Background: an optimization exercise with open tools, aiming at small area. Do not read the settings as production practice.
In this exercise RTL edits were held to simulation tests only and were not proved equivalent to the original.
The flow treats the clock pin as an ideal source, which a real chip does not have.
Power is estimated from default activity; no workload was simulated.

// ppm_image_stream_decoder_unit
module ppm_image_stream_decoder_unit
(
  input  wire logic        clk,
  input  wire logic        rst,
  input  wire logic        byte_valid,
  output logic             byte_stall,
  input  wire logic [9:0]  byte_data,
  output logic             result_valid,
  input  wire logic        result_stall,
  output logic [101:0]     result_data
);
  localparam logic [3:0] S_IDLE  = 4'd0;
  localparam logic [3:0] S_BYTE  = 4'd1;
  localparam logic [3:0] S_EOFS  = 4'd2;
  localparam logic [3:0] S_ACC   = 4'd3;
  localparam logic [3:0] S_CHK   = 4'd4;
  localparam logic [3:0] S_EMIT  = 4'd5;
  localparam logic [3:0] S_MUL   = 4'd8;
  localparam logic [3:0] S_XFER  = 4'd9;
  localparam logic [3:0] S_DIV   = 4'd10;
  localparam logic [3:0] S_ZPRE  = 4'd11;
  localparam logic [3:0] S_ADV   = 4'd12;
  localparam logic [3:0] S_ZPOST = 4'd13;
  localparam logic [2:0] PH_MAGIC  = 3'd0;
  localparam logic [2:0] PH_WIDTH  = 3'd1;
  localparam logic [2:0] PH_HEIGHT = 3'd2;
  localparam logic [2:0] PH_MAXVAL = 3'd3;
  localparam logic [2:0] PH_PIXELS = 3'd4;
  localparam logic [2:0] PH_STOP   = 3'd5;
  localparam logic [1:0] R_NONE = 2'd0;
  ...
For scale: about 730 cells after synthesis, about 150 flip-flops, ~120 I/O pins.
Settings: LEC_CHECK=0, CAP_MARGIN=20, CORE_MARGIN=2, CORE_UTILIZATION=65, SLEW_MARGIN=20; clock period 8.0 ns.
standard.sh (not shown) runs the stock make flow with config.mk's settings and CLKGATE_MAP_FILE= SYNTH_SCRIPT=/design/flow/synth_recipe.tcl, a recipe that flattens the netlist after the stock synthesis.
==> flow/flow/run.sh <==
#!/bin/bash
# The standard layout, except that the port buffers use the smallest
# buffer cell (sky130_fd_sc_hd__buf_1) instead of the one buffer_ports picks.
export BUFFER_PORTS_ARGS="-buffer_cell sky130_fd_sc_hd__buf_1"
bash standard.sh > standard.log 2>&1
Change:
Settings changed: CTS_BUF_LIST set to sky130_fd_sc_hd__clkbuf_8, CTS_CLUSTER_SIZE set to 30.
Outcome: Non-clock buffer count does not change; worst setup slack improved by 0.0061 ns; cell area came out lower by a few percent; maximum frequency barely changes; clock power came out lower by a quarter to a third; sequential share of layout area came out higher by 1.1 points; final cell count does not change; power came out lower by a little under a tenth; die area stays the same.

---

ppm_image_stream_decoder_unit, a different RTL version from the one above (not shown whole).
Size in the first run: ~600 cells after synthesis, about 150 flip-flops, ~120 I/O pins, ~0.0069 mm^2 of cells after synthesis.
Design ppm_image_stream_decoder_unit, start of the top module:
module ppm_image_stream_decoder_unit
(
  input  wire logic        clk,
  input  wire logic        rst,
  input  wire logic        byte_valid,
  output logic             byte_stall,
  input  wire logic [9:0]  byte_data,
  output logic             result_valid,
  input  wire logic        result_stall,
  output logic [101:0]     result_data
);
==> flow/config.mk <==
export PLATFORM = sky130hd
export DESIGN_NAME = ppm_image_stream_decoder_unit
export DESIGN_NICKNAME = ppm_image_stream_decoder_unit
export VERILOG_FILES = /design/flow/design.v
export SDC_FILE = /design/flow/constraint.sdc
export NUM_CORES = 4
export LEC_CHECK = 0
export CAP_MARGIN = 20
export CORE_MARGIN = 2
export CORE_UTILIZATION = 65
export SLEW_MARGIN = 20
==> flow/constraint.sdc <==
create_clock -name core_clock -period 8.0 [get_ports {clk}]
set_input_delay 1.6000 -clock core_clock [delete_from_list [all_inputs] [get_ports {clk}]]
set_output_delay 1.6000 -clock core_clock [all_outputs]
set_load 0.01 [all_outputs]
==> flow/flow/run.sh <==
#!/bin/bash
# The standard layout (standard.sh) with three changes:
#  - the port buffers use the smallest buffer cell (BUFFER_PORTS_ARGS);
#  - the clock tree is built by flow/manual_cts.tcl (sourced by ORFS's cts.tcl
#    as its PRE_CTS_TCL hook): a root buffer and one leaf buffer per region
#    of flip-flops, all flip-flops two buffers from the clock port;
#  - synthesis maps the logic with flow/abc_map.script, an area-oriented ABC
#    script, in place of ORFS's abc_speed.script. All other scripts are
#    ORFS's own, copied unchanged.
# Each tool's output goes to standard.log (and ORFS's own logs under orfs/).
set -e
export BUFFER_PORTS_ARGS="-buffer_cell sky130_fd_sc_hd__buf_1"
export PRE_CTS_TCL="$PWD/flow/manual_cts.tcl"
export MCTS_NX=4 MCTS_NY=3 MCTS_LEAF=sky130_fd_sc_hd__clkbuf_8 MCTS_ROOT=sky130_fd_sc_hd__clkbuf_8
rm -rf scripts_copy
cp -r "$FLOW_HOME/scripts" scripts_copy
cp flow/abc_map.script scripts_copy/abc_speed.script
sed "s|make -C |make SCRIPTS_DIR=$PWD/scripts_copy -C |" standard.sh > standard_abc.sh
bash standard_abc.sh > standard.log 2>&1
==> flow/flow/manual_cts.tcl <==
# Sourced by ORFS's cts.tcl before clock_tree_synthesis (PRE_CTS_TCL).
# Builds a two-level clock tree by hand: the clock port drives one root
# buffer, which drives one leaf buffer per region of the placed flip-flops
# (the flip-flops are split into MCTS_NX columns by x, each column into
# MCTS_NY groups by y). Every flip-flop is two buffers from the port, so the
# tree is balanced. clock_tree_synthesis is then told to skip these nets.
proc manual_cts { nx ny leafbuf rootbuf } {
  set db [ord::get_db]
  set block [ord::get_db_block]
  set clk [$block findNet clk]
  set leafm [$db findMaster $leafbuf]
  set rootm [$db findMaster $rootbuf]
  set sinks {}
  foreach it [$clk getITerms] {
    set bb [[$it getInst] getBBox]
    lappend sinks [list $it [expr {([$bb xMin] + [$bb xMax]) / 2}] \
                     [expr {([$bb yMin] + [$bb yMax]) / 2}]]
  }
  set n [llength $sinks]
  set byx [lsort -integer -index 1 $sinks]
  set groups {}
  for {set i 0} {$i < $nx} {incr i} {
    set col [lrange $byx [expr {$i * $n / $nx}] [expr {($i + 1) * $n / $nx - 1}]]
    set m [llength $col]
    set byy [lsort -integer -index 2 $col]
    for {set j 0} {$j < $ny} {incr j} {
      lappend groups [lrange $byy [expr {$j * $m / $ny}] [expr {($j + 1) * $m / $ny - 1}]]
    }
  }
  set rootnet [odb::dbNet_create $block clk_root]
  $rootnet setSigType CLOCK
  set root [odb::dbInst_create $block $rootm clkbuf_root]
  [$root findITerm A] connect $clk
  [$root findITerm X] connect $rootnet
  set skip [list clk clk_root]
  set k 0
  set sx 0
  set sy 0
  foreach g $groups {
    set net [odb::dbNet_create $block clk_leaf_$k]
    $net setSigType CLOCK
    lappend skip clk_leaf_$k
    set leaf [odb::dbInst_create $block $leafm clkbuf_leaf_$k]
    [$leaf findITerm A] connect $rootnet
    [$leaf findITerm X] connect $net
    set gx 0
    set gy 0
    foreach s $g {
      set it [lindex $s 0]
      $it disconnect
      $it connect $net
      incr gx [lindex $s 1]
      incr gy [lindex $s 2]
    }
    set gx [expr {$gx / [llength $g]}]
    set gy [expr {$gy / [llength $g]}]
    $leaf setLocation $gx $gy
    $leaf setPlacementStatus PLACED
    incr sx $gx
    incr sy $gy
    incr k
  }
  $root setLocation [expr {$sx / $k}] [expr {$sy / $k}]
  $root setPlacementStatus PLACED
  set_cts_config -skip_nets $skip
  set_propagated_clock [all_clocks]
  puts "manual_cts: $n flip-flops, $k leaf buffers ($leafbuf), root $rootbuf"
}
manual_cts $::env(MCTS_NX) $::env(MCTS_NY) $::env(MCTS_LEAF) $::env(MCTS_ROOT)
Other scripts of this flow, unchanged in this note and not shown: flow/flow/abc_map.script
The baseline completed without violations.
Edit:
--- a/flow/flow/run.sh
+++ b/flow/flow/run.sh
@@ -14 +14 @@
-export MCTS_NX=4 MCTS_NY=3 MCTS_LEAF=sky130_fd_sc_hd__clkbuf_8 MCTS_ROOT=sky130_fd_sc_hd__clkbuf_8
+export MCTS_NX=4 MCTS_NY=4 MCTS_LEAF=sky130_fd_sc_hd__clkbuf_4 MCTS_ROOT=sky130_fd_sc_hd__clkbuf_8
- CAP_MARGIN: 20 -> 0
- SLEW_MARGIN: 20 -> 0
After rerunning:
- wire length came out lower by about 0.8%
- area after synthesis does not change
- global-route usage barely changes
- setup slack gains 0.0079 ns
- die area is unchanged
- hold slack hardly moves
- final cell count came out higher by about 0.46%
- via count came out lower by about 0.55%
- design area came out lower by 0.59%
- utilization came out lower by 0.44 points

separate check: timing with driven ports:
No port has a modelled driver above. Below, the same layouts with a new extraction and two added sets of constraints. Step 1 sets driving cells, clkbuf_16 on the clock port and buf_2 on the other inputs (assumed; they add their load-dependent delay and slew). Step 2, shift: input delay + t, output delay - t, t = (earliest + latest rising clock arrival at the registers) / 2. This alone moves slack from input paths to output paths. a / b / c = no drivers / after step 1 / after step 2; a / b = the first two.
run	t, ns	slack for setup (ns)	worst hold slack (ns)	worst setup path at the end
the first run of note 1	0.460	1.819 / 1.819 / 1.819	0.444 / 0.444 / 0.444	register to register
the second run of note 1	0.482	1.825 / 1.825 / 1.825	0.446 / 0.446 / 0.446	register to register
the first run of note 2	0.463	0.308 / 0.308 / 0.308	0.453 / 0.453 / 0.453	register to register
the second run of note 2	0.463	0.316 / 0.316 / 0.316	0.455 / 0.455 / 0.455	register to register
After both steps every run listed still meets setup and hold.
